Source: an optimization exercise on an open RTL-to-GDS flow (aim: small area, a short achievable clock period and few clock cycles). Production flows keep margins and buffers that such runs may drop. Function was not checked in any run shown here: the RTL went through the layout flow alone. Power is estimated from default activity; no workload was simulated.

==> design/flow/design.v <==
package wpp_pkg;
    localparam int MAX_WORD_LEN_DEF  = 8;
    localparam int MAX_DOC_CHARS_DEF = 65536;
    localparam int CH_W      = 8;
    localparam int CFG_W     = 64;
    localparam int CFG_IDX_W = 2;
    localparam int LEN_CFG_W = 4;
    localparam int DIST_W    = 18;
    localparam int QUEUE_DEPTH = 2;
    typedef enum logic [CFG_IDX_W-1:0] {
        CFG_FIRST_WORD,
        CFG_FIRST_LEN,
        CFG_SECOND_WORD,
        CFG_SECOND_LEN
    } t_cfg_idx;
    localparam logic [CH_W-1:0] CH_SPACE   = 8'h20;
    localparam logic [CH_W-1:0] CH_PERIOD  = 8'h2E;
    localparam logic [CH_W-1:0] CH_COMMA   = 8'h2C;
    localparam logic [CH_W-1:0] CH_LOWER_A = 8'h61;
    localparam logic [CH_W-1:0] CH_LOWER_Z = 8'h7A;
    localparam logic [CH_W-1:0] CASE_STEP  = 8'h20;
    typedef struct packed {
        logic close_a;        
        logic hit_a_first;
        logic hit_a_second;
        logic last;           
        logic hit_b_first;
        logic hit_b_second;
    } t_close_ctl;
    function automatic logic [CH_W-1:0] fold_case(input logic [CH_W-1:0] c);
        fold_case = (c >= CH_LOWER_A && c <= CH_LOWER_Z) ? c - CASE_STEP : c;
    endfunction
    function automatic logic is_delim(input logic [CH_W-1:0] c);
        is_delim = (c == CH_SPACE) || (c == CH_PERIOD) || (c == CH_COMMA);
    endfunction
endpackage
module wpp_front (
    input  logic [wpp_pkg::CH_W-1:0] i_ch,
    input  logic [wpp_pkg::CH_W-1:0] i_tgt,
    output logic                     o_eq
);
    logic t_letter;
    assign t_letter = (i_tgt[7:5] == 3'b010 || i_tgt[7:5] == 3'b011) &&
                      (i_tgt[4:0] != 5'd0) && (i_tgt[4:0] <= 5'd26);
    assign o_eq = (i_ch[7:6] == i_tgt[7:6]) && (i_ch[4:0] == i_tgt[4:0]) &&
                  ((i_ch[5] == i_tgt[5]) || t_letter);
endmodule
module wpp_back (
    input  logic        i_m1,        
    input  logic        i_m2,        
    input  logic [3:0]  i_len,       
    input  logic [3:0]  i_l1,        
    input  logic [3:0]  i_l2,        
    input  logic [17:0] i_mid,       
    input  logic        i_any,       
    input  logic        i_last_t,    
    input  logic [17:0] i_last_mid,  
    input  logic        i_found,     
    input  logic [17:0] i_best,      
    output logic        o_hit,       
    output logic        o_hit_t,     
    output logic        o_found,
    output logic [17:0] o_best
);
    logic        hit1, hit2, cand_v, take;
    logic [17:0] cand;
    assign hit1    = i_m1 && (i_len == i_l1);
    assign hit2    = !hit1 && i_m2 && (i_len == i_l2);
    assign o_hit   = hit1 || hit2;
    assign o_hit_t = hit2;
    assign cand_v  = o_hit && i_any && (i_last_t != hit2);
    assign cand    = i_mid - i_last_mid;
    assign take    = cand_v && (!i_found || cand < i_best);
    assign o_best  = take ? cand : i_best;
    assign o_found = i_found || cand_v;
endmodule
module word_pair_proximity_scanner (
    input  logic                          i_clk,
    input  logic                          i_rst_n,
    input  logic                          i_valid,
    output logic                          o_stall,
    input  logic [wpp_pkg::CH_W-1:0]      i_ch,
    input  logic                          i_is_final,
    output logic                          o_valid,
    input  logic                          i_stall,
    output logic                          o_found,
    output logic [wpp_pkg::DIST_W-1:0]    o_distance_x2,
    input  logic                          i_cfg_wr_en,
    input  logic [wpp_pkg::CFG_IDX_W-1:0] i_cfg_index,
    input  logic [wpp_pkg::CFG_W-1:0]     i_cfg_data
);
    localparam int PW = 17;   
    localparam int MW = 18;   
    logic [63:0] r_w1, r_w2;
    logic [3:0]  r_l1, r_l2;
    logic [PW-1:0] r_pos;     
    logic [MW-1:0] r_mid;     
    logic [3:0]    r_len;     
    logic          r_m1, r_m2;
    logic          r_fin;     
    logic          r_any;     
    logic          r_last_t;  
    logic [MW-1:0] r_last_mid;
    logic          r_found;   
    logic [MW-1:0] r_best;    
    logic          r_out_valid;
    logic          r_out_found;
    logic [MW-1:0] r_out_dist;
    logic [63:0] cfg_d;
    logic [3:0]  cfg_len_d;
    logic [3:0]  cfg_en;
    assign cfg_d     = i_cfg_data & {64{i_rst_n}};
    assign cfg_len_d = i_rst_n ? i_cfg_data[3:0] : 4'd1;
    always_comb begin
        for (int k = 0; k < 4; k++)
            cfg_en[k] = !i_rst_n || (i_cfg_wr_en && i_cfg_index == 2'(k));
    end
    always_ff @(posedge i_clk) begin
        if (cfg_en[0]) r_w1 <= cfg_d;
        if (cfg_en[1]) r_l1 <= cfg_len_d;
        if (cfg_en[2]) r_w2 <= cfg_d;
        if (cfg_en[3]) r_l2 <= cfg_len_d;
    end
    logic accept, out_free, close_out;
    assign o_stall   = r_fin && r_out_valid;
    assign accept    = i_valid && !o_stall;
    assign out_free  = !r_out_valid || !i_stall;
    assign close_out = r_fin && out_free;
    logic [3:0]    len_e;
    logic          m1_e, m2_e;
    logic          delim, eq1, eq2, short;
    logic [7:0]    tb1, tb2;
    logic [PW-1:0] pos_n;
    logic [MW-1:0] mid_nd;
    logic [3:0]    len_nd;
    assign len_e  = r_fin ? 4'd0 : r_len;
    assign m1_e   = r_fin || r_m1;
    assign m2_e   = r_fin || r_m2;
    assign delim  = wpp_pkg::is_delim(i_ch);
    assign tb1    = r_w1[{len_e[2:0], 3'b000} +: 8];
    assign tb2    = r_w2[{len_e[2:0], 3'b000} +: 8];
    wpp_front u_eq1 (.i_ch(i_ch), .i_tgt(tb1), .o_eq(eq1));
    wpp_front u_eq2 (.i_ch(i_ch), .i_tgt(tb2), .o_eq(eq2));
    assign short  = (len_e < 4'd8);
    assign len_nd = (len_e < 4'd9) ? len_e + 4'd1 : len_e;
    assign pos_n  = r_fin ? PW'(1) : (r_pos[PW-1] ? r_pos : r_pos + PW'(1));
    assign mid_nd = r_fin ? MW'(1) :
                    (r_len < 4'd9 && !r_mid[MW-1]) ? r_mid + MW'(1) : r_mid;
    logic          hit, hit_t, found_c;
    logic [MW-1:0] best_c;
    logic          hit_e1, hit_e2;
    wpp_back u_close (
        .i_m1(r_m1), .i_m2(r_m2), .i_len(r_len), .i_l1(r_l1), .i_l2(r_l2), .i_mid(r_mid),
        .i_any(r_any), .i_last_t(r_last_t), .i_last_mid(r_last_mid),
        .i_found(r_found), .i_best(r_best),
        .o_hit(hit), .o_hit_t(hit_t), .o_found(found_c), .o_best(best_c)
    );
    assign hit_e1 = (r_l1 == 4'd0);
    assign hit_e2 = !hit_e1 && (r_l2 == 4'd0);
    always_ff @(posedge i_clk) begin
        if (!i_rst_n) begin
            r_pos <= '0;
            r_mid <= '0;
            r_len <= '0;
            r_m1  <= 1'b1;
            r_m2  <= 1'b1;
            r_fin <= 1'b0;
        end else if (accept) begin
            r_pos <= pos_n;
            r_fin <= i_is_final;
            if (delim) begin
                r_mid <= {pos_n, 1'b0};
                r_len <= '0;
                r_m1  <= 1'b1;
                r_m2  <= 1'b1;
            end else begin
                r_mid <= mid_nd;
                r_len <= len_nd;
                r_m1  <= m1_e && short && eq1;
                r_m2  <= m2_e && short && eq2;
            end
        end else if (close_out) begin
            r_pos <= '0;
            r_mid <= '0;
            r_len <= '0;
            r_m1  <= 1'b1;
            r_m2  <= 1'b1;
            r_fin <= 1'b0;
        end
    end
    always_ff @(posedge i_clk) begin
        if (!i_rst_n) begin
            r_any      <= 1'b0;
            r_last_t   <= 1'b0;
            r_last_mid <= '0;
            r_found    <= 1'b0;
            r_best     <= '0;
        end else if (close_out) begin
            r_any      <= accept && delim && (hit_e1 || hit_e2);
            r_last_t   <= hit_e2;
            r_last_mid <= '0;
            r_found    <= 1'b0;
            r_best     <= '0;
        end else if (accept && delim && !r_fin) begin
            if (hit) begin
                r_any      <= 1'b1;
                r_last_t   <= hit_t;
                r_last_mid <= r_mid;
            end
            r_found <= found_c;
            r_best  <= best_c;
        end
    end
    always_ff @(posedge i_clk) begin
        if (!i_rst_n) begin
            r_out_valid <= 1'b0;
        end else if (close_out) begin
            r_out_valid <= 1'b1;
        end else if (!i_stall) begin
            r_out_valid <= 1'b0;
        end
    end
    always_ff @(posedge i_clk) begin
        if (close_out) begin
            r_out_found <= found_c;
            r_out_dist  <= best_c;
        end
    end
    assign o_valid       = r_out_valid;
    assign o_found       = r_out_found;
    assign o_distance_x2 = r_out_dist;
endmodule
==> design/flow/run.sh <==
#!/bin/bash
# synth_recipe.tcl (not shown) runs the flow's synth.tcl, then flattens the netlist and writes it again
# the make line also repeats each setting of config.mk as NAME=value (left out here)
make -C /OpenROAD-flow-scripts/flow DESIGN_CONFIG=/design/flow/config.mk WORK_HOME=/design/flow/orfs CLKGATE_MAP_FILE= SYNTH_SCRIPT=/design/flow/synth_recipe.tcl finish
==> design/flow/config.mk <==
export PLATFORM = sky130hd
export DESIGN_NAME = word_pair_proximity_scanner
export DESIGN_NICKNAME = word_pair_proximity_scanner
export VERILOG_FILES = /design/flow/design.v
export SDC_FILE = /design/flow/constraint.sdc
export NUM_CORES = 4
export LEC_CHECK = 0
export CAP_MARGIN = 20
export CORE_MARGIN = 2
export CORE_UTILIZATION = 40
export SLEW_MARGIN = 20
==> design/flow/constraint.sdc <==
create_clock -name core_clock -period 11.0 [get_ports {i_clk}]
set_input_delay 2.2000 -clock core_clock [delete_from_list [all_inputs] [get_ports {i_clk}]]
set_output_delay 2.2000 -clock core_clock [all_outputs]
set_load 0.01 [all_outputs]
==> results of run 1 <==
## stage by stage
stage | instances | area [um^2]
2_1_floorplan | 1210 | 12600
4_1_cts | 1717 | 14900
5_1_grt | 1717 | 14900
6_report | 1717 | 14900
3_5_place_dp | 1667 | 14000
3_3_place_gp | 1667 | 14000
## cell type report
type                            count  share of cell area (%)
Sequential cell                   237                    42.4
Multi-Input combinational cell    851                    39.5
Timing Repair Buffer              117                    7.56
Clock buffer                       33                    4.70
Tap cell                          402                    3.38
Inverter                           60                    1.51
Clock inverter                     17                    1.04
## worst register-to-register path, stage by stage, from the launching register on
cell and delay, ps:
dfxtp_1 380, inv_1 120, ha_1 170, inv_1 60
fa_1 410, a211oi_1 330, o21ai_0 210, a21o_1 230
nand3_1 180, a21oi_1 160, nor2_1 260, xnor2_1 100
ha_1 310, nand3_1 90, nor2_1 170, o311ai_0 180
o21ai_1 600, or2_1 650, nor4b_1 120, a311o_1 340
## layer usage
| metal | share of wire (%) | track usage [%] | vias to the layer above |
|---|---|---|---|
| met1 | 44 | 22.6 | 4452 |
| li1 | - | - | 4571 |
| met3 | 3.7 | 2.37 | 51 |
| met2 | 49 | 32.0 | 213 |
| met5 | 0 | 0 | - |
| met4 | 3.1 | 6.50 | 0 |
## synth_stat cells (7+ instances only)
cell type,count
a211oi_1,14
a21boi_0,14
a21o_1,10
a21oi_1,68
a22oi_1,11
and2_1,77
and3_1,7
buf_2,17
clkbuf_1,37
dfxtp_1,82
edfxtp_1,155
ha_1,38
inv_1,59
mux2_2,8
mux2i_1,39
mux4_2,16
nand2_1,105
nand2b_1,13
nand3_1,25
nand4_1,13
nor2_1,84
nor2b_1,31
nor3_1,23
nor4_1,8
o211ai_1,12
o21ai_0,61
or3_1,8
xnor2_1,31
xor2_1,23
## cells by family after synthesis
kind of cell	after synthesis	share of synthesized area, %
simple gates	428	17.5
compound gates	267	14.3
flops	237	49.9
buf+inv	122	3.86
mux	63	6.67
xor+xnor	54	3.75
fa+ha+maj	39	3.93
## flip-flops by register name, summed over array words and instances (netlist names), 17 cells and up
name / count
r_last_mid: 18
r_best: 18
r_out_dist: 18
r_w1: 64
r_pos: 17
r_w2: 64
r_mid: 18
## final timing paths
kind                            slack, ps  depth (start not counted)    endpoint
worst max register to register       5840                         19  r_best[15]
worst min register to register        450                          2  r_best[10]
worst max-delay path                 5840                         19  r_best[15]
worst min-delay path                  450                          2  r_best[10]
## power by group
group | leakage (nW) | switching [mW] | internal, mW | total, mW
clock | 0.399 | 0.368 | 0.501 | 0.869
sequential | 2.20 | 0.0186 | 1.01 | 1.03
combinational | 2.79 | 0.121 | 0.0976 | 0.218
total | 5.39 | 0.507 | 1.61 | 2.11
==> summary.txt, run 1 <==
Final layout
  • FF+latch area: 6300 um^2
  • Final Core Density: 47.5%
  • Ant diodes: 0
  • Most common cell after layout, fill and taps aside: edfxtp_1
  • Commonest cells after routing, fill and taps aside: edfxtp_1, nand2_1, clkdlybuf4s50_1
  • Net count, final: 1,413
  • Layout cells sized above 1: 8.90%
  • Filler Cell Count: 2,844
  • Area of the multi-input gates: 5870 um^2
  • Area delta synth->final: 17.9%

Placed design
  • RePlAce Congestion: 0.830
  • Final HPWL DP: 20.9 mm
  • DP Worst Slack: 5350 ps
  • Port Buffers: 100

Hold path
  • Hold crit path type: register to register
  • Hold Startpoint: r_best[10]

Clocking
  • Hold buffers post-CTS: 0
  • Post-cts repair resize count: 0
  • Maximum buffer depth of the clock tree: 3
  • Post-CTS setup buffers: 0
  • CTS sink count: 237
  • Total CTS buffers: 27
  • H-Tree Depth: 1
  • CTS root buffer: clkbuf_16
  • Clock slew at reported path FFs: 60 ps
  • CTS tree: yes
  • Later-pin clock latency in the skew report: 540 ps

Setup path
  • CP max-delay cell: or2_1
  • Crit path arrival time: 5600 ps
  • Crit path largest cell delay: 650 ps
  • Critical path class: register to register
  • Startpoint Class: register
  • Critical path fanouts, max: 19
  • R2R Path Start: r_mid[0]
  • Largest delay share family, worst path: compound AO/OA/AOI/OAI gates
  • Required @ worst endpoint: 11,440 ps
  • Buf/Inv on CP: 2
  • CP cell instances: inv_1 -> ha_1 -> inv_1 -> fa_1 -> a211oi_1 -> o21ai_0 -> a21o_1 -> nand3_1 -> a21oi_1 -> nor2_1 -> xnor2_1 -> ha_1 -> nand3_1 -> nor2_1 -> o311ai_0 -> o21ai_1 -> or2_1 -> nor4b_1 -> a311o_1
  • Crit. End Element: register
  • Crit path from: r_mid[0]

Drt
  • Final wirelength: 30.0 mm
  • Drt drc: 0
  • Starting DRT DRC Count: 633
  • Routed Antenna Nets: 0
  • Vias per inst: 5.41
  • Post-DR wirelength/cell: 17.5 um
  • Drt first pass iters: 5
  • Via count: 9,287

Run status
  • Status: complete, no violations

Global routing
  • Gr usage total: 18.1%
  • Largest net degree at the start of global routing: 65
  • First-pass GRT wire length: 48.2 mm
  • Vias in the first global route: 9,188
  • Initial antenna violation count: 0
  • Overflow after GRT: 0

Floorplan
  • IO Count: 101
  • Die Area: 33,000 um^2
  • Core area: 31,300 um^2
  • FP Rows: 65
  • Initial core utilization: 40.3%
  • Width of the die: 182 um
  • DIE HEIGHT: 182 um

Synth
  • Distinct cells, synth: 84
  • Mean Syn Cell Area: 10.4 um^2
  • Register area share after synthesis: 49.9%
  • Seq cells post-synth: 237
  • Syn Nets: 1,329
  • Synth Cell Area: 12,600 um^2
  • Post-synthesis cell count: 1,210
  • Share of the synthesized area in the top cell type: 36.9%
  • Largest cells by area after synthesis: edfxtp_1, dfxtp_1, and2_1
  • Post-synth EDFFs: 155
  • Cell taking the most area after synthesis: edfxtp_1
  • Synth warnings: 1
  • Synth Flop Type: edfxtp_1
  • Post-synth ARST share: 0%

STA
  • Maximum clock frequency: 194 MHz
  • Tcrit/Tclk final: 46.9%
  • Least-Margin Pin Slew: 1080 ps
  • Tmin final: 5160 ps
  • Setup TNS: 0 ps
  • Hold violation total from the final report: 0
  • Final Max Slew Viols: 0
  • # setup viols final: 0
  • Worst Skew: 18.3 ps
  • Setup WS post-layout: 5840 ps
  • Final hold slack: 451 ps
  • RSZ-0062 raised after global routing: false
  • Max_slew headroom: 28.3%

Job
  • Max Cap Viol: 0

Power
  • Peak supply drop: 0.115 mV
  • Power Density: 142 nW/um^2
  • Leakage: 5.39 nW
  • Total power: 2.11 mW
==> inputs of run 2 (changes only) <==
--- a/design/flow/design.v
+++ b/design/flow/design.v
@@ -106,4 +106,2 @@
     logic          r_out_valid;
-    logic          r_out_found;
-    logic [MW-1:0] r_out_dist;
     logic [63:0] cfg_d;
@@ -123,7 +121,6 @@
     end
-    logic accept, out_free, close_out;
-    assign o_stall   = r_fin && r_out_valid;
+    logic accept, close_out, cand_now;
+    assign o_stall   = r_out_valid && (r_fin || cand_now);
     assign accept    = i_valid && !o_stall;
-    assign out_free  = !r_out_valid || !i_stall;
-    assign close_out = r_fin && out_free;
+    assign close_out = r_fin && !r_out_valid;
     logic [3:0]    len_e;
@@ -157,2 +154,3 @@
     );
+    assign cand_now = hit && r_any && (r_last_t != hit_t);
     assign hit_e1 = (r_l1 == 4'd0);
@@ -197,10 +195,8 @@
             r_best     <= '0;
-        end else if (close_out) begin
-            r_any      <= accept && delim && (hit_e1 || hit_e2);
-            r_last_t   <= hit_e2;
-            r_last_mid <= '0;
-            r_found    <= 1'b0;
-            r_best     <= '0;
-        end else if (accept && delim && !r_fin) begin
-            if (hit) begin
+        end else begin
+            if (close_out) begin
+                r_any      <= accept && delim && (hit_e1 || hit_e2);
+                r_last_t   <= hit_e2;
+                r_last_mid <= '0;
+            end else if (accept && delim && hit) begin
                 r_any      <= 1'b1;
@@ -209,4 +205,9 @@
             end
-            r_found <= found_c;
-            r_best  <= best_c;
+            if (close_out || (accept && delim && !r_out_valid)) begin
+                r_found <= found_c;
+                r_best  <= best_c;
+            end else if (r_out_valid && !i_stall) begin
+                r_found <= 1'b0;
+                r_best  <= '0;
+            end
         end
@@ -222,11 +223,5 @@
     end
-    always_ff @(posedge i_clk) begin
-        if (close_out) begin
-            r_out_found <= found_c;
-            r_out_dist  <= best_c;
-        end
-    end
     assign o_valid       = r_out_valid;
-    assign o_found       = r_out_found;
-    assign o_distance_x2 = r_out_dist;
+    assign o_found       = r_found;
+    assign o_distance_x2 = r_best;
 endmodule
==> run 2 against run 1 <==
Compared with the run above: still clean; routed wire length decreased by 5.7%; hold slack got worse by 1.1 ps; final cell count decreased by 7.3%; sequential power decreased by 8%; global-route usage increased by 0.35 points; clock skew increased by 2.2 ps; power decreased by 6.2%; critical path depth decreased by 12; count of clock-buffer cells in the layout increased by 5; die area decreased by 7.9%; non-clock buffer count decreased by 3; first-iteration DRC count increased by 7.0%.
==> summary.txt, run 2 <==
Run status
  • Status: complete, no violations (unchanged)

Hold path
  • Hold Path Depth: 2 (unchanged)
  • Hold crit path type: register to register (unchanged)

Final layout
  • Largest registers: r_w1: 64 flops, r_w2: 64 flops (unchanged)
  • Area delta synth->final: 18.7% (was 17.9%)
  • Ant diodes: 0 (unchanged)
  • Final cell count without fillers: 1,591 (was 1,717)
  • Layout cells sized above 1: 7.95% (was 8.90%)
  • Most common cell after layout, fill and taps aside: edfxtp_1 (unchanged)
  • Commonest cells after routing, fill and taps aside: edfxtp_1, nand2_1, clkdlybuf4s50_1 (unchanged)
  • Net count, final: 1,308 (was 1,413)

Clocking
  • Maximum buffer depth of the clock tree: 3 (unchanged)
  • Later-pin clock latency in the skew report: 540 ps (about the same)
  • CTS tree: yes (unchanged)
  • Post-cts repair resize count: 0 (unchanged)
  • CTS sink count: 218 (was 237)
  • Total CTS buffers: 25 (was 27)
  • Hold buffers post-CTS: 0 (unchanged)
  • Clock slew at reported path FFs: 50 ps (was 60 ps)
  • H-Tree Depth: 1 (unchanged)
  • CTS root buffer: clkbuf_16 (unchanged)
  • Post-CTS setup buffers: 0 (unchanged)

Floorplan
  • IO Count: 101 (unchanged)
  • Width of the die: 174 um (was 182 um)
  • Initial core utilization: 40.5% (was 40.3%)
  • FP Rows: 62 (was 65)
  • DIE HEIGHT: 174 um (was 182 um)
  • Die Area: 30,400 um^2 (was 33,000 um^2)
  • Core area: 28,600 um^2 (was 31,300 um^2)

Drt
  • Drt first pass iters: 7 (was 5)
  • Routed Antenna Nets: 0 (unchanged)
  • Vias per inst: 5.45 (was 5.41)
  • Via count: 8,666 (was 9,287)
  • Drt drc: 0 (unchanged)
  • Final wirelength: 28.3 mm (was 30.0 mm)
  • Post-DR wirelength/cell: 17.8 um (was 17.5 um)
  • Starting DRT DRC Count: 677 (was 633)

STA
  • Tcrit/Tclk final: 45.9% (was 46.9%)
  • Tmin final: 5050 ps (was 5160 ps)
  • Final Max Slew Viols: 0 (unchanged)
  • Setup TNS: 0 ps (unchanged)
  • Max_slew headroom: 25.2% (was 28.3%)
  • # setup viols final: 0 (unchanged)
  • Least-Margin Pin Slew: 1120 ps (was 1080 ps)
  • Hold violation total from the final report: 0 (unchanged)
  • RSZ-0062 raised after global routing: false (unchanged)
  • Worst Skew: 20.4 ps (was 18.3 ps)
  • Maximum clock frequency: 198 MHz (was 194 MHz)

Synth
  • Syn Nets: 1,223 (was 1,329)
  • Distinct cells, synth: 84 (unchanged)
  • Post-synth ARST share: 0% (unchanged)
  • Cell taking the most area after synthesis: edfxtp_1 (unchanged)
  • Post-synthesis cell count: 1,104 (was 1,210)
  • Largest cells by area after synthesis: edfxtp_1, dfxtp_1, ha_1 (was edfxtp_1, dfxtp_1, and2_1)
  • Seq cells post-synth: 218 (was 237)
  • Register area share after synthesis: 49.4% (was 49.9%)
  • Mean Syn Cell Area: 10.5 um^2 (was 10.4 um^2)
  • Most frequent cell after synthesis: edfxtp_1 (unchanged)
  • Synth warnings: 1 (unchanged)
  • Synth Flop Type: edfxtp_1 (unchanged)
  • Synth cell count leaders: edfxtp_1, nand2_1, dfxtp_1, and2_1, a21oi_1 (was edfxtp_1, nand2_1, nor2_1, dfxtp_1, and2_1)
  • Share of the synthesized area in the top cell type: 35.2% (was 36.9%)
  • Synth Cell Area: 11,600 um^2 (was 12,600 um^2)
  • Post-synth EDFFs: 136 (was 155)

Power
  • Switching share of power: 23.4% (was 24.0%)
  • Power Density: 144 nW/um^2 (was 142 nW/um^2)
  • Leakage: 4.75 nW (was 5.39 nW)
  • Net Sw Power: 464 uW (was 507 uW)
  • Clk network pwr share: 41.4% (was 41.1%)
  • Internal cell power: 1.52 mW (was 1.61 mW)
  • Sequential share of power: 47.7% (was 48.5%)
  • Logic pwr share: 10.9% (was 10.3%)
  • Peak supply drop: 0.112 mV (was 0.115 mV)

Setup path
  • Startpoint Class: register (unchanged)
  • Critical path class: register to output pin (was register to register)
  • Required @ worst endpoint: 8800 ps (was 11,440 ps)
  • Crit. End Element: output pin (was register)
  • Worst reg2reg path depth: 19 (unchanged)
  • Critical path fanouts, max: 19 (unchanged)
  • Flop-to-flop setup slack: 6180 ps (was 5840 ps)
  • Crit path arrival time: 2850 ps (was 5600 ps)

Placed design
  • Inst Count DP: 1,546 (was 1,667)
  • RePlAce Congestion: 0.861 (was 0.830)
  • Port Buffers: 100 (unchanged)
  • Final HPWL DP: 19.8 mm (was 20.9 mm)

Global routing
  • Initial antenna violation count: 0 (unchanged)
  • Largest net degree at the start of global routing: 72 (was 65)
  • First-pass GRT wire length: 44.8 mm (was 48.2 mm)
  • Gr usage total: 18.4% (was 18.1%)
  • Vias in the first global route: 8,242 (was 9,188)
  • Overflow after GRT: 0 (unchanged)

Job
  • Max Cap Viol: 0 (unchanged)
## run 2: cell types whose count changed in the layout (fill, tap and decap cells not counted), sizes merged, moves of 12 or more
cell,previous run,this run
mux2i,39,22
nor2b,31,19
nor2,85,52
nand3b,6,23
edfxtp,155,136
a21boi,15,36
o21ai,64,42
## run 2: kinds of logic after synthesis
kind of cell	count (synthesis)	synth area share, %
compound gates	263	15.5
xor+xnor	55	4.15
fa+ha+maj	39	4.27
buf+inv	107	4.05
flops	218	49.4
mux	40	4.91
simple gates	382	17.8
## run 2: final timing paths
check	start	end
worst max-delay path	r_len[1]	o_stall
worst min-delay path	r_last_mid[13]	r_last_mid[13]
worst max register to register	r_mid[0]	r_best[1]
worst min register to register	r_last_mid[13]	r_last_mid[13]
## run 2: layer usage
layer  track usage [%]  share of wire, %  vias up
li1                  -                 -     4211
met1              24.7                45     4187
met2              31.4                48      230
met3              2.78               5.0       38
met5                 0                 0        -
met4              4.45               2.0        0
## run 2: power by group through the flow
stage	registers, mW	logic [mW]	clock network, mW
global placement	0.961	0.216	0
detailed placement	0.962	0.216	0
global route	0.950	0.236	0.867
finish	0.945	0.216	0.821
floorplan	0.959	0.138	0
CTS	0.945	0.217	0.838
## run 2: critical path, stage by stage, from the launching register on
cell	delay, ps
dfxtp_1	300
buf_4	310
xor2_1	160
nor4_4	360
a31o_2	260
o21ai_4	100
inv_2	170
clkdlybuf4s50_1	640
## run 2: area by class of cell
| type | count | area (um^2) |
|---|---|---|
| clock inverters | 7 | 73.8 |
| repair buffers | 114 | 1110 |
| inverters | 51 | 191 |
| flip-flops and latches | 218 | 5730 |
| clock buffers | 38 | 754 |
| well taps | 384 | 480 |
| multi-input cells | 779 | 5430 |
| fillers | 2628 | 14900 |
## run 2: stage by stage
step / total power [mW] / setup WS (ps) / hold slack, ps / cell area, um^2 / utilization, %
global placement: 1.18 / 5670 / 439 / 12900 / 45.2
detailed placement: 1.18 / 5900 / 445 / 12900 / 45.2
CTS: 2.00 / 5950 / 452 / 13800 / 48.1
floorplan: 1.10 / 3580 / 432 / 11600 / -
finish: 1.98 / 5950 / 450 / 13800 / 48.1
global route: 2.05 / 5830 / 474 / 13800 / 48.1
==> inputs of run 3 (changes only) <==
--- a/design/flow/config.mk
+++ b/design/flow/config.mk
@@ -7,2 +7,3 @@
 export LEC_CHECK = 0
+export ABC_CLOCK_PERIOD_IN_PS = 3000
 export CAP_MARGIN = 20
==> run 3 against run 2 <==
Compared with the run above: still clean; routed wire length is the same; maximum frequency is the same; combinational power is essentially flat; clock skew is the same; global-route usage is the same; non-clock buffer count is the same; register-to-register slack is essentially flat; first-iteration DRC count is the same; power is the same; via count is the same; critical path type unchanged; highest routed layer unchanged.
==> summary.txt, run 3 <==
Setup path
  • Required @ worst endpoint: 8800 ps (about the same)
  • Crit path arrival time: 2850 ps (about the same)
  • Crit path largest cell delay: 640 ps (about the same)
  • Flop-to-flop setup slack: 6180 ps (about the same)
  • Critical path fanouts, max: 19 (unchanged)
  • RR Endpoint: r_best[1] (unchanged)
  • R2R Path Start: r_mid[0] (unchanged)
  • Worst reg2reg path depth: 19 (unchanged)
  • Critical path class: register to output pin (unchanged)
  • Largest delay share family, worst path: buffers and inverters (unchanged)
  • Crit. End Element: output pin (unchanged)
  • CP cell instances: buf_4 -> xor2_1 -> nor4_4 -> a31o_2 -> o21ai_4 -> inv_2 -> clkdlybuf4s50_1 (unchanged)
  • Buf/Inv on CP: 3 (unchanged)
  • CP max-delay cell: clkdlybuf4s50_1 (unchanged)
  • Startpoint Class: register (unchanged)

Clocking
  • Clock slew at reported path FFs: 50 ps (about the same)
  • Maximum buffer depth of the clock tree: 3 (unchanged)
  • Post-CTS setup buffers: 0 (unchanged)
  • CTS root buffer: clkbuf_16 (unchanged)
  • Total CTS buffers: 25 (unchanged)
  • Post-cts repair resize count: 0 (unchanged)
  • CTS tree: yes (unchanged)
  • Later-pin clock latency in the skew report: 540 ps (about the same)
  • CTS sink count: 218 (unchanged)
  • H-Tree Depth: 1 (unchanged)
  • Hold buffers post-CTS: 0 (unchanged)

Synth
  • Most frequent cell after synthesis: edfxtp_1 (unchanged)
  • Synth Cell Area: 11,600 um^2 (unchanged)
  • Post-synth EDFFs: 136 (unchanged)
  • Synth warnings: 1 (unchanged)
  • Post-synth ARST share: 0% (unchanged)
  • Post-synthesis cell count: 1,104 (unchanged)
  • Cell taking the most area after synthesis: edfxtp_1 (unchanged)
  • Syn Nets: 1,223 (unchanged)
  • Synth Flop Type: edfxtp_1 (unchanged)
  • Largest cells by area after synthesis: edfxtp_1, dfxtp_1, ha_1 (unchanged)
  • Share of the synthesized area in the top cell type: 35.2% (unchanged)
  • Seq cells post-synth: 218 (unchanged)
  • Distinct cells, synth: 84 (unchanged)
  • Synth cell count leaders: edfxtp_1, nand2_1, dfxtp_1, and2_1, a21oi_1 (unchanged)
  • Mean Syn Cell Area: 10.5 um^2 (unchanged)
  • Register area share after synthesis: 49.4% (unchanged)

Floorplan
  • Die Area: 30,400 um^2 (unchanged)
  • Core area: 28,600 um^2 (unchanged)
  • IO Count: 101 (unchanged)
  • FP Rows: 62 (unchanged)
  • Width of the die: 174 um (unchanged)
  • DIE HEIGHT: 174 um (unchanged)
  • Initial core utilization: 40.5% (unchanged)

Drt
  • Drt first pass iters: 7 (unchanged)
  • Post-DR wirelength/cell: 17.8 um (unchanged)
  • Vias per inst: 5.45 (unchanged)
  • Final wirelength: 28.3 mm (unchanged)
  • Drt drc: 0 (unchanged)
  • Starting DRT DRC Count: 677 (unchanged)
  • Routed Antenna Nets: 0 (unchanged)
  • Via count: 8,666 (unchanged)

Global routing
  • Met1 GRT Util: 24.7% (unchanged)
  • Met3 usage in global routing: 2.78% (unchanged)
  • Vias in the first global route: 8,242 (unchanged)
  • Gr usage total: 18.4% (unchanged)
  • Largest net degree at the start of global routing: 72 (unchanged)
  • Overflow after GRT: 0 (unchanged)
  • First-pass GRT wire length: 44.8 mm (unchanged)
  • Initial antenna violation count: 0 (unchanged)
  • Grt peak-use layer: met2 (unchanged)
  • Met2 Resource Use GR: 31.4% (unchanged)

Final layout
  • Net count, final: 1,308 (unchanged)
  • Largest registers: r_w1: 64 flops, r_w2: 64 flops (unchanged)
  • FF+latch area: 5730 um^2 (unchanged)
  • Most common cell after layout, fill and taps aside: edfxtp_1 (unchanged)
  • Layout cells sized above 1: 7.95% (unchanged)
  • Commonest cells after routing, fill and taps aside: edfxtp_1, nand2_1, clkdlybuf4s50_1 (unchanged)
  • Filler Cell Count: 2,628 (unchanged)
  • Final cell count without fillers: 1,591 (unchanged)
  • Area delta synth->final: 18.7% (unchanged)
  • Ant diodes: 0 (unchanged)
  • Area of the multi-input gates: 5430 um^2 (unchanged)

STA
  • Final hold slack: 450 ps (unchanged)
  • Least-Margin Pin Slew: 1120 ps (unchanged)
  • Max_slew headroom: 25.2% (unchanged)
  • Setup TNS: 0 ps (unchanged)
  • Tcrit/Tclk final: 45.9% (unchanged)
  • RSZ-0062 raised after global routing: false (unchanged)
  • Tmin final: 5050 ps (unchanged)
  • # setup viols final: 0 (unchanged)
  • Maximum clock frequency: 198 MHz (unchanged)
  • Hold violation total from the final report: 0 (unchanged)
  • Setup WS post-layout: 5950 ps (unchanged)
  • Final Max Slew Viols: 0 (unchanged)
  • Worst Skew: 20.4 ps (unchanged)

Hold path
  • Hold Startpoint: r_last_mid[13] (unchanged)
  • Hold crit path type: register to register (unchanged)
  • Hold Path Depth: 2 (unchanged)
  • WHS Endpoint: r_last_mid[13] (unchanged)

Power
  • Peak supply drop: 0.112 mV (unchanged)
  • Leakage: 4.75 nW (unchanged)
  • Power Density: 144 nW/um^2 (unchanged)

Placed design
  • DP Worst Slack: 5900 ps (unchanged)
  • Port Buffers: 100 (unchanged)
  • Final HPWL DP: 19.8 mm (unchanged)
  • RePlAce Congestion: 0.861 (unchanged)
  • Inst Count DP: 1,546 (unchanged)

Job
  • Max Cap Viol: 0 (unchanged)

Run status
  • Status: complete, no violations (unchanged)
-- run 3: cell counts after synthesis --
Identical to the previous run, type by type.
-- run 3: routing by layer --
| metal | part of all wire, % | vias up |
|---|---|---|
| li1 | - | 4211 |
| met1 | 45 | 4187 |
| met2 | 48 | 230 |
| met3 | 5.0 | 38 |
| met4 | 2.0 | 0 |
| met5 | 0 | - |
-- run 3: worst register-to-register path, delay by kind of cell (launching register included) --
kind                       cells  cell delay [ps]
AOI/OAI and AO/OA              9             2220
adders and majority gates      3              910
buffers and inverters          2              340
muxes                          1              190
xor gates and xnor gates       1              210
and+or+nand+nor                3              510
DFF                            1              390
-- run 3: worst max path at each step --
| stage | start | slack, ps | to | cells after the start |
|---|---|---|---|---|
| floorplan | i_cfg_index[0] | 3580 | r_w2[0] | 2 |
| global placement | i_ch[2] | 5670 | r_best[17] | 10 |
| detailed placement | i_ch[4] | 5900 | r_best[0] | 11 |
| CTS | r_len[1] | 5950 | o_stall | 8 |
| global route | r_len[1] | 5830 | o_stall | 7 |
| finish | r_len[1] | 5950 | o_stall | 7 |
-- run 3: cells by family (layout without fill, tap and decap cells) --
logic type	after synthesis	in the layout	share of synthesized area, %
compound gates	263	263	15.5
flops	218	218	49.4
fa+ha+maj	39	39	4.27
simple gates	382	382	17.8
buf+inv	107	210	4.05
xor+xnor	55	55	4.15
mux	40	40	4.91
-- run 3: final cells by class --
cell class              count  area share, %
multi-input cells         779           39.5
flip-flops and latches    218           41.6
clock inverters             7          0.536
clock buffers              38           5.48
repair buffers            114           8.04
inverters                  51           1.39
well taps                 384           3.49
-- run 3: power breakdown --
part	switching, mW	internal (mW)	leakage [nW]	total [mW]
logic	0.121	0.0955	2.33	0.216
clock network	0.326	0.496	0.413	0.821
registers	0.0182	0.927	2.01	0.945
total	0.464	1.52	4.75	1.98
-- run 3: through the flow --
| stage | total power [mW] | util [%] | instance area (um^2) |
|---|---|---|---|
| after floorplan | 1.10 | - | 11600 |
| after global placement | 1.18 | 45.2 | 12900 |
| after detailed placement | 1.18 | 45.2 | 12900 |
| after CTS | 2.00 | 48.1 | 13800 |
| after global routing | 2.05 | 48.1 | 13800 |
| final | 1.98 | 48.1 | 13800 |
==> inputs of run 4 (changes only) <==
--- a/design/flow/design.v
+++ b/design/flow/design.v
@@ -71,4 +71,11 @@
     assign cand_v  = o_hit && i_any && (i_last_t != hit2);
-    assign cand    = i_mid - i_last_mid;
-    assign take    = cand_v && (!i_found || cand < i_best);
+    logic [19:0] csa_a, csa_b, csa_c, csa_s, csa_k, csa_w;
+    assign csa_a = {2'b00, i_last_mid};
+    assign csa_b = {2'b00, i_best};
+    assign csa_c = ~{2'b00, i_mid};
+    assign csa_s = csa_a ^ csa_b ^ csa_c;
+    assign csa_k = (csa_a & csa_b) | (csa_a & csa_c) | (csa_b & csa_c);
+    assign csa_w = csa_s + {csa_k[18:0], 1'b1};
+    assign cand  = i_mid - i_last_mid;
+    assign take    = cand_v && (!i_found || !csa_w[19]);
     assign o_best  = take ? cand : i_best;
--- a/design/flow/config.mk
+++ b/design/flow/config.mk
@@ -7,3 +7,2 @@
 export LEC_CHECK = 0
-export ABC_CLOCK_PERIOD_IN_PS = 3000
 export CAP_MARGIN = 20
==> run 4 against run 3 <==
Compared with the run above: still clean; sequential share of layout area is 1.7 points lower; via count is 2.7% higher; non-clock buffer count is 1 lower; critical path depth stayed put; utilization is 0.092 points higher; combinational power is 6% lower; final cell count is 2.8% higher; die area is 5.1% higher; routed wire length is 8.7% higher; flip-flop and latch count stayed put; area after synthesis is 5.2% higher; largest cell class is now multi-input gates.
==> summary.txt, run 4 <==
Run status
  • Status: complete, no violations (unchanged)

Synth
  • Post-synthesis cell count: 1,139 (was 1,104)
  • Register area share after synthesis: 46.9% (was 49.4%)
  • Distinct cells, synth: 83 (was 84)
  • Mean Syn Cell Area: 10.7 um^2 (was 10.5 um^2)
  • Seq cells post-synth: 218 (unchanged)
  • Share of the synthesized area in the top cell type: 33.5% (was 35.2%)
  • Syn Nets: 1,293 (was 1,223)
  • Synth Flop Type: edfxtp_1 (unchanged)
  • Synth Cell Area: 12,200 um^2 (was 11,600 um^2)
  • Most frequent cell after synthesis: edfxtp_1 (unchanged)
  • Cell taking the most area after synthesis: edfxtp_1 (unchanged)
  • Post-synth EDFFs: 136 (unchanged)
  • Largest cells by area after synthesis: edfxtp_1, dfxtp_1, ha_1 (unchanged)
  • Synth warnings: 1 (unchanged)
  • Synth cell count leaders: edfxtp_1, dfxtp_1, inv_1, nor2_1, and2_1 (was edfxtp_1, nand2_1, dfxtp_1, and2_1, a21oi_1)
  • Post-synth ARST share: 0% (unchanged)

Global routing
  • Vias in the first global route: 8,767 (was 8,242)
  • Largest net degree at the start of global routing: 65 (was 72)
  • First-pass GRT wire length: 47.9 mm (was 44.8 mm)
  • Initial antenna violation count: 2 (was 0)
  • Gr usage total: 19.4% (was 18.4%)
  • Overflow after GRT: 0 (unchanged)

Setup path
  • Crit path arrival time: 3080 ps (was 2850 ps)
  • Crit. End Element: output pin (unchanged)
  • Critical path fanouts, max: 44 (was 19)
  • Crit path largest cell delay: 580 ps (was 640 ps)
  • CP max-delay cell: clkdlybuf4s50_1 (unchanged)
  • Buf/Inv on CP: 3 (unchanged)
  • Required @ worst endpoint: 8800 ps (about the same)
  • Startpoint Class: register (unchanged)
  • Largest delay share family, worst path: buffers and inverters (unchanged)
  • CP cell instances: buf_4 -> xnor2_1 -> and2_1 -> a211oi_2 -> o31ai_4 -> inv_2 -> clkdlybuf4s50_1 (was buf_4 -> xor2_1 -> nor4_4 -> a31o_2 -> o21ai_4 -> inv_2 -> clkdlybuf4s50_1)
  • Critical path class: register to output pin (unchanged)

Drt
  • Drt drc: 0 (unchanged)
  • Via count: 8,903 (was 8,666)
  • Post-DR wirelength/cell: 18.8 um (was 17.8 um)
  • Routed Antenna Nets: 0 (unchanged)
  • Vias per inst: 5.45 (about the same)
  • Starting DRT DRC Count: 758 (was 677)
  • Drt first pass iters: 5 (was 7)
  • Final wirelength: 30.7 mm (was 28.3 mm)

Clocking
  • Total CTS buffers: 25 (unchanged)
  • Maximum buffer depth of the clock tree: 3 (unchanged)
  • Post-CTS setup buffers: 0 (unchanged)
  • H-Tree Depth: 1 (unchanged)
  • Hold buffers post-CTS: 0 (unchanged)
  • Clock slew at reported path FFs: 60 ps (was 50 ps)
  • Post-cts repair resize count: 0 (unchanged)
  • Later-pin clock latency in the skew report: 550 ps (was 540 ps)
  • CTS tree: yes (unchanged)
  • CTS sink count: 218 (unchanged)
  • CTS root buffer: clkbuf_16 (unchanged)

Floorplan
  • Width of the die: 179 um (was 174 um)
  • Core area: 29,800 um^2 (was 28,600 um^2)
  • DIE HEIGHT: 179 um (was 174 um)
  • Die Area: 31,900 um^2 (was 30,400 um^2)
  • FP Rows: 63 (was 62)
  • Initial core utilization: 40.9% (was 40.5%)
  • IO Count: 101 (unchanged)

STA
  • RSZ-0062 raised after global routing: false (unchanged)
  • # setup viols final: 0 (unchanged)
  • Final hold slack: 522 ps (was 450 ps)
  • Worst Skew: 16.4 ps (was 20.4 ps)
  • Least-Margin Pin Slew: 933 ps (was 1120 ps)
  • Hold violation total from the final report: 0 (unchanged)
  • Tmin final: 5280 ps (was 5050 ps)
  • Tcrit/Tclk final: 48.0% (was 45.9%)
  • Max_slew headroom: 37.8% (was 25.2%)
  • Setup TNS: 0 ps (unchanged)
  • Maximum clock frequency: 190 MHz (was 198 MHz)
  • Final Max Slew Viols: 0 (unchanged)

Job
  • Max Cap Viol: 0 (unchanged)

Placed design
  • RePlAce Congestion: 0.908 (was 0.861)
  • Port Buffers: 100 (unchanged)
  • Final HPWL DP: 22.1 mm (was 19.8 mm)
  • Inst Count DP: 1,587 (was 1,546)

Final layout
  • Layout cells sized above 1: 9.08% (was 7.95%)
  • Largest registers: r_w1: 64 flops, r_w2: 64 flops (unchanged)
  • Commonest cells after routing, fill and taps aside: edfxtp_1, clkdlybuf4s50_1, dfxtp_1 (was edfxtp_1, nand2_1, clkdlybuf4s50_1)
  • Final cell count without fillers: 1,635 (was 1,591)
  • Net count, final: 1,379 (was 1,308)
  • Area delta synth->final: 17.7% (was 18.7%)
  • Most common cell after layout, fill and taps aside: edfxtp_1 (unchanged)

Power
  • Power Density: 137 nW/um^2 (was 144 nW/um^2)
  • Peak supply drop: 0.128 mV (was 0.112 mV)
  • Total power: 1.96 mW (was 1.98 mW)
  • Leakage: 5.07 nW (was 4.75 nW)

Hold path
  • Hold crit path type: register to register (unchanged)
run 4: cell types whose count changed after synthesis, sizes merged, moves of 17 or more:
cell / delta
nor2: +21
inv: +31
ha: +17
fa: +18
a21boi: -34
nand2: -41
mux2i: +22
run 4: metal layers:
metal / wire length (um) / vias to the layer above / global-route usage (%)
met1: 13000 / 4289 / 24.3
met2: 15400 / 241 / 34.3
met5: 14 / - / 0
li1: - / 4310 / -
met4: 978 / 2 / 6.33
met3: 1410 / 61 / 2.98
run 4: kinds of logic (layout without fill, tap and decap cells):
family	after synthesis	count (layout)	share of synthesized area (%)
buffers and inverters	136	241	4.80
other	0	1	0
xor gates and xnor gates	49	49	3.52
DFF	218	218	46.9
AOI/OAI and AO/OA	241	241	13.6
muxes	62	62	6.75
adders and majority gates	74	74	8.76
and+or+nand+nor	359	359	15.6
run 4: worst paths after layout:
check,startpoint,end,slack [ps],depth (start not counted)
hold / removal,r_last_mid[1],r_last_mid[1],520,2
setup reg to reg,r_mid[14],r_best[0],7310,11
setup / recovery,r_len[2],o_stall,5720,7
hold reg to reg,r_last_mid[1],r_last_mid[1],520,2
run 4: worst reg2reg max path: stages, from the launching register on:
cell and delay [ps]:
dfxtp_1 490, inv_1 170, fa_1 490, ha_1 310
nand2_1 100, nor4_1 520, o2111ai_1 290, and4_1 300
nor3_4 320, buf_8 230, mux2_2 360, nor2_1 70
run 4: metrics by stage:
step | worst slack, ps | cell area, um^2 | utilization (%)
after detailed placement | 5350 | 13500 | 45.4
after floorplan | 3580 | 12200 | -
after global routing | 5500 | 14400 | 48.2
after CTS | 5640 | 14300 | 48.1
final | 5720 | 14400 | 48.2
after global placement | 5400 | 13500 | 45.4
run 4: cell type report:
type                    count  area, um^2
clock inverters            12         104
fillers                  2809       15400
repair buffers            113        1100
multi-input cells         785        5920
clock buffers              34         701
inverters                  82         308
well taps                 390         488
flip-flops and latches    218        5730
diodes                      1        2.50
run 4: where the power goes:
group	internal, mW	leakage (nW)	total (mW)	switching [mW]
Combinational	0.0866	2.66	0.202	0.116
Sequential	0.927	2.01	0.947	0.0203
Clock	0.473	0.406	0.811	0.338
==> inputs of run 5 (changes only) <==
--- a/design/flow/config.mk
+++ b/design/flow/config.mk
@@ -9,3 +9,4 @@
 export CORE_MARGIN = 2
-export CORE_UTILIZATION = 40
+export CORE_UTILIZATION = 60
+export CTS_BUF_LIST = sky130_fd_sc_hd__clkbuf_4
 export SLEW_MARGIN = 20
==> run 5 against run 4 <==
Compared with the run above: synthesized cell count unchanged; via count increased by 3.2%; largest power group unchanged; global-route usage increased by 8.8 points.
==> summary.txt, run 5 <==
STA
  • RSZ-0062 raised after global routing: false (unchanged)
  • Least-Margin Pin Slew: 1030 ps (was 933 ps)
  • # setup viols final: 0 (unchanged)
  • Tcrit/Tclk final: 49.2% (was 48.0%)
  • Max_slew headroom: 29.7% (was 37.8%)
  • Hold violation total from the final report: 0 (unchanged)
  • Setup TNS: 0 ps (unchanged)
  • Tmin final: 5410 ps (was 5280 ps)
  • Worst Skew: 56.6 ps (was 16.4 ps)
  • Final Max Slew Viols: 0 (unchanged)
  • Maximum clock frequency: 185 MHz (was 190 MHz)

Setup path
  • Buf/Inv on CP: 3 (unchanged)
  • Crit. End Element: output pin (unchanged)
  • Largest delay share family, worst path: buffers and inverters (unchanged)
  • CP max-delay cell: clkdlybuf4s50_1 (unchanged)
  • Crit path from: r_len[2] (unchanged)
  • Critical path fanouts, max: 44 (unchanged)
  • CP cell instances: buf_4 -> xnor2_1 -> and2_1 -> a211oi_2 -> o31ai_4 -> inv_2 -> clkdlybuf4s50_1 (unchanged)
  • Required @ worst endpoint: 8800 ps (about the same)
  • Crit path largest cell delay: 560 ps (was 580 ps)
  • Worst reg2reg path depth: 11 (unchanged)
  • RR Endpoint: r_best[16] (was r_best[0])
  • Crit path arrival time: 3210 ps (was 3080 ps)
  • Startpoint Class: register (unchanged)
  • Critical path class: register to output pin (unchanged)
  • R2R Path Start: r_mid[14] (unchanged)
  • Flop-to-flop setup slack: 6640 ps (was 7310 ps)

Synth
  • Synth warnings: 1 (unchanged)
  • Seq cells post-synth: 218 (unchanged)
  • Synth Cell Area: 12,200 um^2 (unchanged)
  • Post-synth ARST share: 0% (unchanged)
  • Post-synth EDFFs: 136 (unchanged)
  • Register area share after synthesis: 46.9% (unchanged)
  • Cell taking the most area after synthesis: edfxtp_1 (unchanged)
  • Share of the synthesized area in the top cell type: 33.5% (unchanged)
  • Most frequent cell after synthesis: edfxtp_1 (unchanged)
  • Mean Syn Cell Area: 10.7 um^2 (unchanged)
  • Syn Nets: 1,293 (unchanged)
  • Synth cell count leaders: edfxtp_1, dfxtp_1, inv_1, nor2_1, and2_1 (unchanged)
  • Post-synthesis cell count: 1,139 (unchanged)
  • Largest cells by area after synthesis: edfxtp_1, dfxtp_1, ha_1 (unchanged)
  • Distinct cells, synth: 83 (unchanged)
  • Synth Flop Type: edfxtp_1 (unchanged)

Drt
  • Final wirelength: 30.0 mm (was 30.7 mm)
  • Via count: 9,187 (was 8,903)
  • Drt drc: 0 (unchanged)
  • Routed Antenna Nets: 0 (unchanged)
  • Post-DR wirelength/cell: 19.1 um (was 18.8 um)
  • Drt first pass iters: 5 (unchanged)
  • Vias per inst: 5.85 (was 5.45)
  • Starting DRT DRC Count: 553 (was 758)

Hold path
  • WHS Endpoint: r_found (was r_last_mid[1])
  • Hold crit path type: register to register (unchanged)
  • Hold Startpoint: r_found (was r_last_mid[1])
  • Hold Path Depth: 2 (unchanged)

Floorplan
  • Core area: 20,100 um^2 (was 29,800 um^2)
  • FP Rows: 52 (was 63)
  • Initial core utilization: 60.7% (was 40.9%)
  • DIE HEIGHT: 147 um (was 179 um)
  • IO Count: 101 (unchanged)
  • Width of the die: 147 um (was 179 um)
  • Die Area: 21,500 um^2 (was 31,900 um^2)

Final layout
  • Fin area: 14,100 um^2 (was 14,400 um^2)
  • Filler Cell Count: 1,561 (was 2,809)
  • Most common cell after layout, fill and taps aside: edfxtp_1 (unchanged)
  • Layout cells sized above 1: 12.1% (was 9.08%)
  • FF+latch area: 5730 um^2 (unchanged)
  • Area delta synth->final: 15.5% (was 17.7%)
  • Area of the multi-input gates: 5920 um^2 (about the same)
  • Net count, final: 1,410 (was 1,379)
  • Largest registers: r_w1: 64 flops, r_w2: 64 flops (unchanged)
  • Commonest cells after routing, fill and taps aside: edfxtp_1, clkdlybuf4s50_1, dfxtp_1 (unchanged)

Clocking
  • Post-cts repair resize count: 0 (unchanged)
  • Total CTS buffers: 57 (was 25)
  • CTS sink count: 218 (unchanged)
  • H-Tree Depth: 2 (was 1)
  • CTS root buffer: clkbuf_4 (was clkbuf_16)
  • Clock slew at reported path FFs: 80 ps (was 60 ps)
  • Post-CTS setup buffers: 0 (unchanged)
  • Hold buffers post-CTS: 0 (unchanged)
  • Later-pin clock latency in the skew report: 700 ps (was 550 ps)
  • CTS tree: yes (unchanged)
  • Maximum buffer depth of the clock tree: 3 (unchanged)

Global routing
  • Initial antenna violation count: 1 (was 2)
  • Gr usage total: 28.3% (was 19.4%)
  • Grt peak-use layer: met2 (unchanged)
  • Met2 Resource Use GR: 49.9% (was 34.3%)
  • First-pass GRT wire length: 47.9 mm (about the same)
  • Largest net degree at the start of global routing: 97 (was 65)
  • Met1 GRT Util: 34.0% (was 24.3%)
  • Met3 usage in global routing: 5.00% (was 2.98%)
  • Overflow after GRT: 0 (unchanged)
  • Vias in the first global route: 9,145 (was 8,767)

Placed design
  • Port Buffers: 100 (unchanged)
  • DP Area: 13,400 um^2 (was 13,500 um^2)
  • Final HPWL DP: 21.3 mm (was 22.1 mm)
  • RePlAce Congestion: 0.951 (was 0.908)

Run status
  • Status: complete, no violations (unchanged)

Power
  • Leakage: 5.08 nW (was 5.07 nW)
  • Peak supply drop: 0.106 mV (was 0.128 mV)
  • Power Density: 130 nW/um^2 (was 137 nW/um^2)

Job
  • Max Cap Viol: 0 (unchanged)
## run 5: cell type report
class / instances / area share [%]
Multi-Input combinational cell: 785 / 42.0
Tap cell: 270 / 2.40
Clock buffer: 77 / 4.10
Timing Repair Buffer: 112 / 7.71
Antenna cell: 1 / 0.0178
Clock inverter: 25 / 0.897
Sequential cell: 218 / 40.7
Inverter: 82 / 2.19
## run 5: worst max path at each step
stage,end,slack [ps],cells after the start
4_1_cts,o_stall,5550,7
3_3_place_gp,r_best[16],5390,9
3_5_place_dp,r_best[16],5280,9
6_report,o_stall,5590,7
2_1_floorplan,r_w2[0],3580,2
5_1_grt,o_stall,5430,7
## run 5: cell families after synthesis
| family | after synthesis | share of synthesized area, % |
|---|---|---|
| AOI/OAI and AO/OA | 241 | 13.6 |
| DFF | 218 | 46.9 |
| xor gates and xnor gates | 49 | 3.52 |
| adders and majority gates | 74 | 8.76 |
| muxes | 62 | 6.75 |
| buffers and inverters | 136 | 4.80 |
| and+or+nand+nor | 359 | 15.6 |
## run 5: power breakdown
part	total (mW)	internal, mW	switching [mW]
Sequential	0.948	0.926	0.0219
Clock	0.686	0.350	0.336
Combinational	0.200	0.0862	0.113
Total	1.83	1.36	0.472
## run 5: worst reg2reg max path, cell delays in order, from the launching register on
cell and delay (ps):
dfxtp_1 500, inv_1 190, fa_1 500, ha_1 310, nand2_1 90, nor4_1 600
o2111ai_1 340, and4_1 320, nor3_4 800, nor2_1 280, a22oi_1 250, nor2_1 50
## run 5: stage by stage
step	std cells	total power [mW]	hold WS, ps	util (%)	setup slack [ps]
after floorplan	1139	1.09	484	-	3580
after global placement	1467	1.16	486	66.5	5390
after detailed placement	1467	1.16	486	66.5	5280
after CTS	1569	1.85	495	70.0	5550
after global routing	1570	1.91	534	70.0	5430
final	1570	1.83	493	70.0	5590
## run 5: routing by layer
metal	part of all wire [%]	wire, um
met1	41	12200
met2	51	15200
met3	5.0	1510
met4	3.6	1080
met5	0	0

static timing again, ports no longer ideal:
Ports are ideal in the flow. The routed layouts listed here were re-timed in OpenROAD. Step 1 (the two cells are an assumption about what drives the block):
set clk [get_ports {i_clk}]
set_driving_cell -lib_cell sky130_fd_sc_hd__clkbuf_16 $clk
set_driving_cell -lib_cell sky130_fd_sc_hd__buf_2 [delete_from_list [all_inputs] $clk]
Step 2, shift: input delay + t, output delay - t, t = (earliest + latest rising clock arrival at the registers) / 2. This alone moves slack from input paths to output paths. Slacks: ideal / step 1 / step 2; pairs: ideal / step 1.
| run | shift t [ns] | setup slack, ns | slew at the worst register clock pin (ns) |
|---|---|---|---|
| run 1 | 0.587 | 5.837 / 5.837 / 5.483 | 0.06 / 0.06 |
| run 2 | 0.579 | 5.949 / 5.899 / 5.893 | 0.06 / 0.06 |
| run 3 | 0.579 | 5.949 / 5.899 / 5.893 | 0.06 / 0.06 |
| run 4 | 0.581 | 5.723 / 5.678 / 5.389 | 0.07 / 0.07 |
| run 5 | 0.717 | 5.585 / 5.539 / 5.292 | 0.09 / 0.09 |
After both steps setup and hold are still met in every run listed. The setup slack of run 1, which loses most, moves by 0.000 ns with the drivers and by -0.354 ns with both steps.
